This design comes from an exercise in tuning for small area, a short achievable clock period and few clock cycles on the open sky130 flow, not from production work.
In this exercise RTL edits were held to simulation tests only and were not proved equivalent to the original.
No activity file was given, so power comes from the tool's default toggle rates.

==> flow/config.mk <==
export PLATFORM = sky130hd
export DESIGN_NAME = keyframe_linear_interpolator_unit
export DESIGN_NICKNAME = keyframe_linear_interpolator_unit
export VERILOG_FILES = /design/flow/design.v
export SDC_FILE = /design/flow/constraint.sdc
export NUM_CORES = 4
export LEC_CHECK = 0
export CAP_MARGIN = 20
export CORE_MARGIN = 2
export CORE_UTILIZATION = 40
export SLEW_MARGIN = 20
export SYNTH_MEMORY_MAX_BITS = 8192
==> flow/constraint.sdc <==
create_clock -name core_clock -period 9.0 [get_ports {clk}]
set_input_delay 1.8000 -clock core_clock [delete_from_list [all_inputs] [get_ports {clk}]]
set_output_delay 1.8000 -clock core_clock [all_outputs]
set_load 0.01 [all_outputs]
==> flow/design.v <==
`default_nettype none
package kfli_pkg;
	localparam int MAX_KEYS_DEF  = 64;
	localparam int FRAC_BITS_DEF = 16;
	localparam int TIME_W        = 32;
	localparam int POS_W         = 18;
	localparam logic [1:0] OP_CLEAR  = 2'd0;
	localparam logic [1:0] OP_APPEND = 2'd1;
	localparam logic [1:0] OP_QUERY  = 2'd2;
	typedef struct packed {
		logic [TIME_W-1:0] stamp;
		logic [POS_W-1:0]  x;
		logic [POS_W-1:0]  y;
	} key_t;
endpackage
`default_nettype wire
`default_nettype none
module kfli_div #(
	parameter int FRAC_BITS = kfli_pkg::FRAC_BITS_DEF
) (
	input  wire logic                               clk,
	input  wire logic                               arst_n,
	input  wire logic                               start,
	input  wire logic [kfli_pkg::TIME_W-1:0]        num,
	input  wire logic [kfli_pkg::TIME_W-1:0]        den,
	output logic                                    done,
	output logic [FRAC_BITS:0]                      quo
);
	localparam int QW = FRAC_BITS + 1;
	localparam int SW = $clog2(QW + 1);
	localparam int TW = kfli_pkg::TIME_W;
	logic          busy_q;
	logic [SW-1:0] cnt_q;
	logic [TW:0]   rem_q;
	logic [TW-1:0] den_q;
	logic [QW-1:0] quo_q;
	logic          ge;
	logic [TW:0]   nr;
	assign ge   = rem_q >= {1'b0, den_q};
	assign nr   = ge ? (rem_q - {1'b0, den_q}) : rem_q;
	assign done = busy_q && (cnt_q == SW'(1));
	assign quo  = quo_q;
	always_ff @(posedge clk or negedge arst_n) begin
		if (!arst_n) begin
			busy_q <= 1'b0;
			cnt_q  <= '0;
		end else if (start) begin
			busy_q <= 1'b1;
			cnt_q  <= SW'(QW);
		end else if (busy_q) begin
			cnt_q <= cnt_q - SW'(1);
			if (cnt_q == SW'(1)) begin
				busy_q <= 1'b0;
			end
		end
	end
	always_ff @(posedge clk) begin
		if (start) begin
			rem_q <= {1'b0, num};
			den_q <= den;
			quo_q <= '0;
		end else if (busy_q) begin
			rem_q <= {nr[TW-1:0], 1'b0};
			quo_q <= {quo_q[QW-2:0], ge};
		end
	end
endmodule
`default_nettype wire
`default_nettype none
module keyframe_linear_interpolator_unit #(
	parameter int MAX_KEYS  = kfli_pkg::MAX_KEYS_DEF,
	parameter int FRAC_BITS = kfli_pkg::FRAC_BITS_DEF
) (
	input  wire logic                                clk,
	input  wire logic                                arst_n,
	input  wire logic                                in_valid,
	output logic                                     in_ready,
	input  wire logic [1:0]                          op,
	input  wire logic [kfli_pkg::TIME_W-1:0]         stamp_ms,
	input  wire logic signed [kfli_pkg::POS_W-1:0]   pos_x,
	input  wire logic signed [kfli_pkg::POS_W-1:0]   pos_y,
	output logic                                     out_valid,
	input  wire logic                                out_ready,
	output logic                                     found,
	output logic signed [kfli_pkg::POS_W-1:0]        out_x,
	output logic signed [kfli_pkg::POS_W-1:0]        out_y
);
	localparam int AW = (MAX_KEYS > 1) ? $clog2(MAX_KEYS) : 1;
	localparam int CW = $clog2(MAX_KEYS + 1);
	localparam int PSW = kfli_pkg::POS_W;
	localparam int QW = FRAC_BITS + 1;
	localparam int DW = PSW + 1;
	localparam int PW = DW + QW + 1;
	localparam logic [CW-1:0] FULL = CW'(MAX_KEYS);
	localparam logic [PW-1:0] BIAS = (PW'(1) << FRAC_BITS) - PW'(1);
	localparam logic [2:0] ST_IDLE = 3'd0;
	localparam logic [2:0] ST_SCAN = 3'd1;
	localparam logic [2:0] ST_DIV  = 3'd2;
	localparam logic [2:0] ST_MX   = 3'd3;
	localparam logic [2:0] ST_MY   = 3'd4;
	localparam logic [2:0] ST_FIN  = 3'd5;
	localparam logic [2:0] ST_OUT  = 3'd6;
	logic [2:0]              state_q;
	logic [CW-1:0]           count_q;
	kfli_pkg::key_t          first_q;
	kfli_pkg::key_t          last_q;
	logic [kfli_pkg::TIME_W+2*kfli_pkg::POS_W-1:0] mem [MAX_KEYS];
	kfli_pkg::key_t          rd_data_s1;
	kfli_pkg::key_t          prev_q;
	kfli_pkg::key_t          next_q;
	kfli_pkg::key_t          new_key;
	logic [AW-1:0]           rd_addr_q;
	logic                    rd_vld_q;
	logic [kfli_pkg::TIME_W-1:0] t_q;
	logic                    accept;
	logic                    append_ok;
	logic                    hit;
	logic                    div_start;
	logic                    div_done;
	logic [QW-1:0]           quo;
	logic                    out_free;
	logic signed [DW-1:0]    mul_a;
	logic signed [QW:0]      frac_s;
	logic signed [PW-1:0]    mul_w;
	logic signed [PW-1:0]    prod_s1;
	logic [PW-1:0]           inc_w;
	logic [PSW-1:0]          inc;
	logic                    res_found_q;
	logic [PSW-1:0]          res_x_q;
	logic [PSW-1:0]          res_y_q;
	logic                    out_valid_q;
	logic                    found_q;
	logic [PSW-1:0]          out_x_q;
	logic [PSW-1:0]          out_y_q;
	assign in_ready  = (state_q == ST_IDLE);
	assign accept    = in_valid && in_ready;
	assign new_key   = {stamp_ms, pos_x, pos_y};
	assign append_ok = (count_q != FULL) &&
		((count_q == '0) || (stamp_ms >= last_q.stamp));
	assign hit       = (state_q == ST_SCAN) && rd_vld_q && (t_q <= rd_data_s1.stamp);
	assign div_start = hit;
	assign out_free  = !out_valid_q || out_ready;
	assign out_valid = out_valid_q;
	assign found     = found_q;
	assign out_x     = out_x_q;
	assign out_y     = out_y_q;
	kfli_div #(
		.FRAC_BITS(FRAC_BITS)
	) u_div (
		.clk    (clk),
		.arst_n (arst_n),
		.start  (div_start),
		.num    (t_q - prev_q.stamp),
		.den    (rd_data_s1.stamp - prev_q.stamp),
		.done   (div_done),
		.quo    (quo)
	);
	always_ff @(posedge clk) begin
		if (accept && (op == kfli_pkg::OP_APPEND) && append_ok) begin
			mem[count_q[AW-1:0]] <= new_key;
		end
		rd_data_s1 <= mem[rd_addr_q];
	end
	always_comb begin
		if (state_q == ST_MX) begin
			mul_a = $signed({next_q.x[PSW-1], next_q.x}) - $signed({prev_q.x[PSW-1], prev_q.x});
		end else begin
			mul_a = $signed({next_q.y[PSW-1], next_q.y}) - $signed({prev_q.y[PSW-1], prev_q.y});
		end
		frac_s = $signed({1'b0, quo});
		mul_w  = mul_a * frac_s;
		inc_w  = PW'($signed(prod_s1 + (prod_s1[PW-1] ? BIAS : '0)) >>> FRAC_BITS);
		inc    = inc_w[PSW-1:0];
	end
	always_ff @(posedge clk or negedge arst_n) begin
		if (!arst_n) begin
			state_q     <= ST_IDLE;
			count_q     <= '0;
			rd_vld_q    <= 1'b0;
			out_valid_q <= 1'b0;
		end else begin
			if (state_q == ST_OUT && out_free) begin
				out_valid_q <= 1'b1;
			end else if (out_ready) begin
				out_valid_q <= 1'b0;
			end
			unique case (state_q)
				ST_IDLE: begin
					rd_vld_q <= 1'b0;
					if (accept) begin
						case (op)
							kfli_pkg::OP_CLEAR: begin
								count_q <= '0;
							end
							kfli_pkg::OP_APPEND: begin
								if (append_ok) begin
									count_q <= count_q + CW'(1);
								end
							end
							kfli_pkg::OP_QUERY: begin
								if (count_q == '0 || stamp_ms <= first_q.stamp ||
									stamp_ms >= last_q.stamp) begin
									state_q <= ST_OUT;
								end else begin
									state_q <= ST_SCAN;
								end
							end
							default: begin
							end
						endcase
					end
				end
				ST_SCAN: begin
					rd_vld_q <= 1'b1;
					if (hit) begin
						state_q <= ST_DIV;
					end
				end
				ST_DIV: begin
					if (div_done) begin
						state_q <= ST_MX;
					end
				end
				ST_MX:  state_q <= ST_MY;
				ST_MY:  state_q <= ST_FIN;
				ST_FIN: state_q <= ST_OUT;
				ST_OUT: begin
					if (out_free) begin
						state_q <= ST_IDLE;
					end
				end
				default: state_q <= ST_IDLE;
			endcase
		end
	end
	always_ff @(posedge clk) begin
		if (accept && (op == kfli_pkg::OP_APPEND) && append_ok) begin
			last_q <= new_key;
			if (count_q == '0) begin
				first_q <= new_key;
			end
		end
		if (accept && (op == kfli_pkg::OP_QUERY)) begin
			t_q       <= stamp_ms;
			rd_addr_q <= '0;
			if (count_q == '0) begin
				res_found_q <= 1'b0;
				res_x_q     <= '0;
				res_y_q     <= '0;
			end else if (stamp_ms <= first_q.stamp) begin
				res_found_q <= 1'b1;
				res_x_q     <= first_q.x;
				res_y_q     <= first_q.y;
			end else begin
				res_found_q <= 1'b1;
				res_x_q     <= last_q.x;
				res_y_q     <= last_q.y;
			end
		end
		if (state_q == ST_SCAN) begin
			rd_addr_q <= rd_addr_q + AW'(1);
			if (rd_vld_q) begin
				if (hit) begin
					next_q <= rd_data_s1;
				end else begin
					prev_q <= rd_data_s1;
				end
			end
		end
		if (state_q == ST_MX || state_q == ST_MY) begin
			prod_s1 <= mul_w;
		end
		if (state_q == ST_MY) begin
			res_x_q <= prev_q.x + inc;
		end
		if (state_q == ST_FIN) begin
			res_y_q     <= prev_q.y + inc;
			res_found_q <= 1'b1;
		end
		if (state_q == ST_OUT && out_free) begin
			found_q <= res_found_q;
			out_x_q <= res_x_q;
			out_y_q <= res_y_q;
		end
	end
endmodule
`default_nettype wire
==> flow/run.sh <==
#!/bin/bash
# synth_recipe.tcl (not shown) runs the flow's synth.tcl, then flattens the netlist and writes it again
# the make line also repeats each setting of config.mk as NAME=value (left out here)
make -C /OpenROAD-flow-scripts/flow DESIGN_CONFIG=/design/flow/config.mk WORK_HOME=/design/flow/orfs CLKGATE_MAP_FILE= SYNTH_SCRIPT=/design/flow/synth_recipe.tcl finish
==> key figures <==
Detailed routing
  • Via count: 104448
  • Vias per inst: 5.88
  • DRC errors left: 0
  • First drt pass iteration count: 6
  • Routed wire length: 582000 um
  • Starting DRT DRC Count: 15434
  • Post-DR wirelength/cell: 32.8 um
  • Post-route ant nets: 0

Run
  • Max-Cap Viols: 0

CTS
  • Clock root cell: clkbuf_16
  • Clock slew at reported path FFs: 0.06 ns
  • Cts bufs inserted: 485
  • Clock latency (worst-skew pair): 1.05 ns
  • H-tree Lvls: 5
  • CTS Sinks: 4907
  • CTS tree: built
  • CTS Buffer Depth: 4

Worst setup path
  • Worst R2R Path Depth: 33
  • Slowest cell on the critical path: fa_1
  • CP Depth: 33
  • CP endpoint kind: register
  • Buf/Inv on CP: 4
  • Crit start category: register
  • Worst Path Required: 9.77 ns
  • CP arrival: 9.35 ns
  • Critical path's largest stage delay: 0.56 ns
  • Critical path fanouts, max: 10
  • Setup Crit Path Kind: reg -> reg
  • Worst path most repeated cell: fa_1
  • Crit path max-delay family: adder cells

STA
  • Max-slew violations: 0
  • Hold slack: 0.410 ns
  • Fmax: 117 MHz
  • Worst-Margin Slew: 1.20 ns
  • Final Cycle Share: 0.953
  • Final min period: 8.58 ns
  • Clk_skew: 0.0797 ns
  • Final TNS setup: 0 ns
  • Final Hold Fails: 0
  • RSZ-0062 raised after global routing: no
  • Final setup violation count: 0
  • Relative max-transition margin: 0.203
  • Worst setup margin: 0.423 ns

Finish
  • Nets: 11323
  • Layout cells sized above 1: 0.238
  • Final core occ: 0.455
  • Layout Area Growth over Synthesis: 13.5%
  • Final Cell Area: 233000 um2
  • Non-Filler Instances: 17752

Placement
  • Placement Setup Slack: 0.0473 ns
  • Area of placed instances: 217000 um2
  • Routability cong.: 0.849
  • Detailed Place HPWL: 315000 um
  • Placed Cells: 16808
  • Port Buffer Count: 112

Yosys
  • Top-count cell post-synth: edfxtp_1
  • Sequential fraction of the synthesis area: 0.712
  • Synth Cell Area: 206000 um2
  • Commonest cells post-synth: edfxtp_1 (4802), mux4_2 (1428), inv_1 (665)
  • Syn Area/Cell: 20.4 um2
  • Area leader, netlist: edfxtp_1
  • Synth top area cells: edfxtp_1 (70%), mux4_2 (16%), fa_1 (3.2%), ha_1 (2.3%), inv_1 (1.2%)
  • Post-synth cell types: 78
  • Flops & latches, synth: 4907
  • Synth warnings: 2
  • Number of synthesized flops with an enable pin: 4802
  • Share of the synthesized area in the top cell type: 0.701
  • Mapped Nets: 10857
  • Dominant synthesized flop cell: edfxtp_1
  • Synth async-reset ratio: 0.00367
  • Syn Inst Count: 10082

Power and ir drop
  • Power Density: 397 nW/um2
  • Pleak: 77.2 nW
  • Pwr Total: 92.6 mW
  • Worst VDD drop: 1.45 mV

Hold path
  • Hold path depth: 0
  • Worst Hold Class: reg -> reg

GRT
  • First-pass GRT wire length: 814000 um
  • All-Layer GR Usage: 0.221
  • Vias in the first global route: 104844
  • GRT Residual Overflow: 0
  • Initial antenna violation count: 46
  • Largest net degree at the start of global routing: 126

Status
  • Status: finished clean

Die
  • Core outline area: 513000 um2
  • Io pins: 113
  • Die area: 520000 um2
  • Initial Util: 0.401
  • Die X: 721 um
  • Die height: 721 um
  • Rows: 263
registers in the layout, indices dropped and copies added, names as in the netlist, 18 cells and up:
register     flops
prod_s1         35
out_y_q         18
next_q          36
u_div.den_q     32
rd_data_s1      68
u_div.rem_q     33
prev_q          68
res_y_q         18
first_q         68
mem           4352
t_q             32
res_x_q         18
last_q          68
out_x_q         18
what timing repair did:
action	in CTS	in global routing
hold endpoints to repair	0	0
hold buffers	0	0
setup buffers	0	4
resized for setup	2	24
pin swaps	0	3
setup endpoints to repair	1	7
cell families (layout without fill, tap and decap cells):
logic type	Yosys count	in the layout	share of synthesized area
flip-flops	4907	4907	0.712
other	0	23	0
AO/OA/AOI/OAI	644	644	0.0201
XOR/XNOR	194	194	0.00833
multiplexers	1523	1523	0.161
adder cells (fa/ha/maj)	704	704	0.0547
buffers and inverters	1093	1983	0.0201
AND/OR/NAND/NOR	1017	1017	0.0241
final timing paths:
kind,startpoint,slack [ns],endpoint
worst max-delay path,prev_q[18]$_DFFE_PP_,0.42,prod_s1[33]$_DFFE_PP_
worst min-delay path,rd_data_s1[10]$_DFF_P_,0.41,next_q[10]$_DFFE_PP_
worst max register to register,prev_q[18]$_DFFE_PP_,0.42,prod_s1[33]$_DFFE_PP_
worst min register to register,rd_data_s1[10]$_DFF_P_,0.41,next_q[10]$_DFFE_PP_
max in group asynchronous,arst_n,7.80,count_q[5]$_DFFE_PN0P_
min in group asynchronous,arst_n,0.75,out_valid_q$_DFFE_PN0P_
layout make-up:
cell class / instances / area (um2)
Sequential cell: 4907 / 146000
Clock buffer: 613 / 13000
Clock inverter: 298 / 2900
Antenna cell: 23 / 57.6
Fill cell: 42553 / 279000
Inverter: 665 / 2500
Tap cell: 6757 / 8450
Timing Repair Buffer: 407 / 4290
Multi-Input combinational cell: 4082 / 55800
power by group:
group	switching [mW]	total, mW	internal (mW)
Combinational	24.9	44.1	19.3
Clock	8.81	20.3	11.5
Sequential	0.790	28.2	27.4
Total	34.5	92.6	58.2
layout by cell type, fill, tap and decap left out, types with 49 or more instances in the layout:
cell type	instances
clkinv_2	92
mux4_2	1428
buf_12	74
nor2_4	65
dfxtp_1	87
nor3_1	51
clkbuf_1	100
nor2_1	158
buf_4	224
edfxtp_1	4802
clkinv_1	110
mux2i_1	92
o21ai_0	108
nand2_1	309
nand3_1	60
buf_2	49
inv_1	662
fa_1	327
clkbuf_16	492
xnor2_1	137
a21oi_1	176
xor2_1	56
a21o_1	104
and2_1	164
ha_1	373
layer usage:
layer	track usage	part of all wire
met2	0.348	0.47
met5	0	0.00014
met3	0.0401	0.093
met4	0.0557	0.028
met1	0.319	0.41
Testbench counts, summed over its fixed seeds: cycles 92,511.

==> re-timing with driven ports <==
How much do the figures lean on ideal ports? The routed layout below was timed once more, with nothing changed but the port constraints.
Step 1 assumes that a clkbuf_16 drives the clock port and a buf_2 every other input.
Step 2 also shifts input and output timing later by t, the mid clock arrival at the registers, as if the neighbouring blocks saw the same clock.
a / b / c = ideal / step 1 / step 2; a / b = the first two.
t, ns: 1.147
slack for setup (ns): 0.423 / 0.423 / 0.423
hold WS [ns]: 0.410 / 0.410 / 0.410
worst slew at a driven data input, ns: 0.27
After both steps setup and hold are still met in this run. The setup slack of this run moves by 0.000 ns with the drivers and by 0.000 ns with both steps.
